What follows belongs to an exercise in optimizing a design on an open flow for small area, a short achievable clock period and few clock cycles; a production flow would make more cautious choices.
Where RTL was checked, it was by simulation tests only, not by an equivalence proof against the original.
No activity file was given, so power comes from the tool's default toggle rates.

Design adc_scan_block_averager_core, start of the top module:
module adc_scan_block_averager_core #(
  parameter int MAX_SLOTS = 8,
  parameter int CODE_BITS = 12
) (
  input  logic        clk,
  input  logic        rst_n,
  input  logic        in_valid,
  output logic        in_ready,
  input  logic [1:0]  in_opcode,
  input  logic [11:0] in_adc_code,
  output logic        out_valid,
  input  logic        out_ready,
  output logic [1:0]  out_kind,
  output logic [2:0]  out_slot,
  output logic [2:0]  out_chan,
  output logic [11:0] out_avg_code,
  output logic [27:0] out_microvolts,
  output logic        out_last,
  input  logic        cfg_we,
  input  logic [2:0]  cfg_index,
  input  logic [23:0] cfg_wdata
);
For scale: ~4000 cells after synthesis, roughly 770 flip-flops, ~97 I/O pins, roughly 44000 µm² of cells after synthesis.
Settings: LEC_CHECK=0, CAP_MARGIN=20, CORE_MARGIN=2, CORE_UTILIZATION=50, CTS_CLUSTER_DIAMETER=80, CTS_CLUSTER_SIZE=24, SETUP_SLACK_MARGIN=2.0, SLEW_MARGIN=20; clock period 7.0 ns.
run.sh (not shown) runs the stock make flow with config.mk's settings and CLKGATE_MAP_FILE= SYNTH_SCRIPT=/design/flow/synth_recipe.tcl, a recipe that flattens the netlist after the stock synthesis.
Edit:
--- a/flow/design.v
+++ b/flow/design.v
@@ -203,15 +203,13 @@
   logic [1:0] ckind;
   logic [2:0] cslot;
   logic [2:0] cchan;
   logic [2:0] pos_inc;
   assign pos_inc = pos_r + 3'd1;
   logic fire_e;
-  logic ok_res;
-  assign ok_res = in_ready && running_r && !(roundend && fire_e);
-  assign cv    = in_valid && ((is_start && in_ready) || (is_res && ok_res));
+  assign cv    = acc && (is_start || (is_res && running_r && !(roundend && fire_e)));
   assign ckind = (in_opcode[0] && roundend && all_done_r) ? 2'd2 : 2'd0;
   assign cslot = (in_opcode[0] && !roundend) ? pos_inc : 3'd0;
   logic [2:0] chan_nx;   
   always_comb begin
     chan_nx = '0;
     for (int i = 0; i < 7; i++) chan_nx = chan_nx | (map_r[3*(i+1) +: 3] & {3{posoh_r[i]}});
@@ -219,52 +217,51 @@
   assign cchan = !in_opcode[0] ? map_r[2:0] :
                  !roundend ? chan_nx :
                  all_done_r ? 3'd0 : map_r[2:0];
   logic adv;
   assign adv = !ov_r || out_ready;
   logic        pv   [NS+1];
-  logic [7:0]  fed_r;    
+  logic [2:0]  ptag [NS+1];
   logic [7:0]  pr   [NS+1];
   logic [11:0] px   [NS+1];
   logic [7:0]  nr   [NS];
   logic [11:0] nx   [NS];
   logic        mv   [NS+1];
   logic [7:0]  c_sh;
   logic [7:0]  csm1;     
+  logic [7:0]  csm2;     
   logic        ceq;      
   logic        feed;
   logic        busy;    
   logic        ld_avg;
   logic ld_now;
   logic full_up [NS+1];   
-  assign ceq    = r_cc == csm1;
+  assign ceq    = r_cnt == (r_pend ? csm2 : csm1);
   logic [7:0] nm1oh;
   logic [7:0] l_cnt;
   logic       l_pend;
   logic       fire_last_r;
   logic       ceq_last_r;
-  logic [7:0] csm1_d;
+  logic [7:0] csm1_d, csm2_d;
   always_comb begin
     l_cnt  = '0;
     l_pend = 1'b0;
     for (int i = 0; i < 8; i++) begin
       nm1oh[i] = nm1 == 3'(i);
       l_cnt    = l_cnt | (cnt_r[i] & {8{nm1oh[i] & ~zsc_r[i]}});
       l_pend   = l_pend | (pend_r[i] & nm1oh[i]);
     end
   end
   always_ff @(posedge clk) begin
     fire_last_r <= l_cnt >= (l_pend ? f2_r : f1_r);
-    ceq_last_r  <= l_cnt + 8'(l_pend) == csm1_d;
+    ceq_last_r  <= l_cnt == (l_pend ? csm2_d : csm1_d);
   end
   logic a_fire, a_ceq;
   assign a_fire = roundend ? (fire_last_r && pos_r == nm1) : r_fire;
   assign a_ceq  = roundend ? ceq_last_r : ceq;
-  logic fl;   
-  assign fl     = fire_last_r && pos_r == nm1;
-  assign ld_now = rend && spec_r && pv[NS] && adv && (!fl || ceq_last_r);
+  assign ld_now = rend && spec_r && pv[NS] && adv && (!a_fire || a_ceq);
   assign ld_avg = (fm_r || ld_now) && adv && pv[NS];
   always_comb begin
     full_up[NS] = 1'b1;
     for (int j = NS - 1; j >= 0; j--) full_up[j] = full_up[j+1] && pv[j+1];
     mv[NS] = ld_avg;
     for (int j = NS - 1; j >= 0; j--) mv[j] = pv[j] && (!full_up[j] || ld_avg);
@@ -293,40 +290,40 @@
   assign spec_fail = res_run && a_fire && (pos_r <= nm1) && !(s0_free && c_ok);
   assign wstep     = wact_r && (!r_fire || (s0_free && (!busy || ceq)));
   assign feed_walk = wstep && r_fire;
   assign wlast     = pos_r == nm1;
   assign feed = feed_arr || feed_walk;
   assign csm1_d = feed ? r_cc : csm1;
+  assign csm2_d = feed ? r_cc - 8'd1 : csm2;
   logic flush;
   assign flush = (acc && (is_start || is_stop)) || cfg_we;
   logic fast;
   assign fast   = spec_r && !spec_fail;
-  logic s0_free_e, fail_e;
-  assign s0_free_e = !pv[0] || !full_up[0] || (spec_r && pv[NS] && adv && (!fl || ceq_last_r));
-  assign fail_e    = fl && !(s0_free_e && (!busy || ceq_last_r));
-  assign fire_e    = !spec_r || fail_e || busy || fl;
+  assign fire_e = !fast || busy || (a_fire && pos_r <= nm1);
   always_ff @(posedge clk) begin
     if (feed) begin
       pr[0]   <= r_s[19:12];
       px[0]   <= r_s[11:0];
+      ptag[0] <= rsel[1] ? 3'd1 : rsel[2] ? 3'd2 : rsel[3] ? 3'd3 : rsel[4] ? 3'd4 :
+                 rsel[5] ? 3'd5 : rsel[6] ? 3'd6 : rsel[7] ? 3'd7 : 3'd0;
       c_sh    <= r_div;
       csm1    <= csm1_d;
+      csm2    <= csm2_d;
     end
     for (int j = 0; j < NS; j++) begin
       if (mv[j]) begin
         pr[j+1]   <= nr[j];
         px[j+1]   <= nx[j];
+        ptag[j+1] <= ptag[j];
       end
     end
   end
   always_ff @(posedge clk) begin
     if (!rst_n || flush || (rend && !fast)) begin
       for (int j = 0; j <= NS; j++) pv[j] <= 1'b0;
-      fed_r <= '0;
     end else begin
-      fed_r <= (fed_r & ~(eoh & {8{ld_avg}})) | (rsel & {8{feed}});
       pv[0] <= feed || (pv[0] && !mv[0]);
       for (int j = 0; j < NS; j++) pv[j+1] <= mv[j] || (pv[j+1] && !mv[j+1]);
     end
   end
   function automatic void csa(input logic [35:0] a, input logic [35:0] b,
                               input logic [35:0] c, output logic [35:0] s,
@@ -362,16 +359,13 @@
     pv_s = l3[0];
     pv_c = l3[1];
   end
   logic [2:0] etag;
   logic [7:0] eoh;       
   logic [7:0] e_rnd;
-  always_comb begin
-    etag = 3'd0;
-    for (int i = 7; i >= 0; i--) if (fed_r[i]) etag = 3'(i);
-  end
+  assign etag = ptag[NS];
   always_comb begin
     e_rnd = '0;
     for (int i = 0; i < 8; i++) begin
       eoh[i] = etag == 3'(i);
       e_rnd  = e_rnd | (rnd_r[i] & {8{eoh[i] & ~zr_r[i]}});
     end
After rerunning: The changed run completed with no timing, DRC or antenna violations. Cell count shrinks slightly. Die area grows slightly. Clock-buffer cell count grows by 2. Cell area grows slightly. Sequential power grows by a few percent. Area after synthesis grows slightly. Power grows slightly.
Testbench counts after the change, summed over its fixed seeds: cycles 9,084.
For the first run of this note, only the layout was checked, not whether the RTL still works.

what the ideal ports hide:
The flow's constraints put no driver on any port. The routed layouts listed below were extracted and timed again, unchanged, in two steps.
Step 1 assumes that a clkbuf_16 drives the clock port and a buf_2 every other input.
Step 2 times the ports against the registers' clock, not the clock port: input delays grow and output delays shrink by t, the midpoint of the rising clock arrivals with the driver on.
Three values: ideal, step 1, step 2; two values: the first two.
run | shift t [ns] | slack for setup (ns) | worst setup path after step 2 | slew at the worst register clock pin (ns) | worst slew at a driven data input, ns
the first run | 0.677 | 1.961 / 1.890 / 1.806 | input to register | 0.10 / 0.10 | 0.15
the second run | 0.692 | 2.117 / 2.094 / 1.508 | input to register | 0.10 / 0.10 | 0.06
After both steps every run listed still meets setup and hold. The setup slack of the second run, which loses most, moves by -0.023 ns with the drivers and by -0.609 ns with both steps.
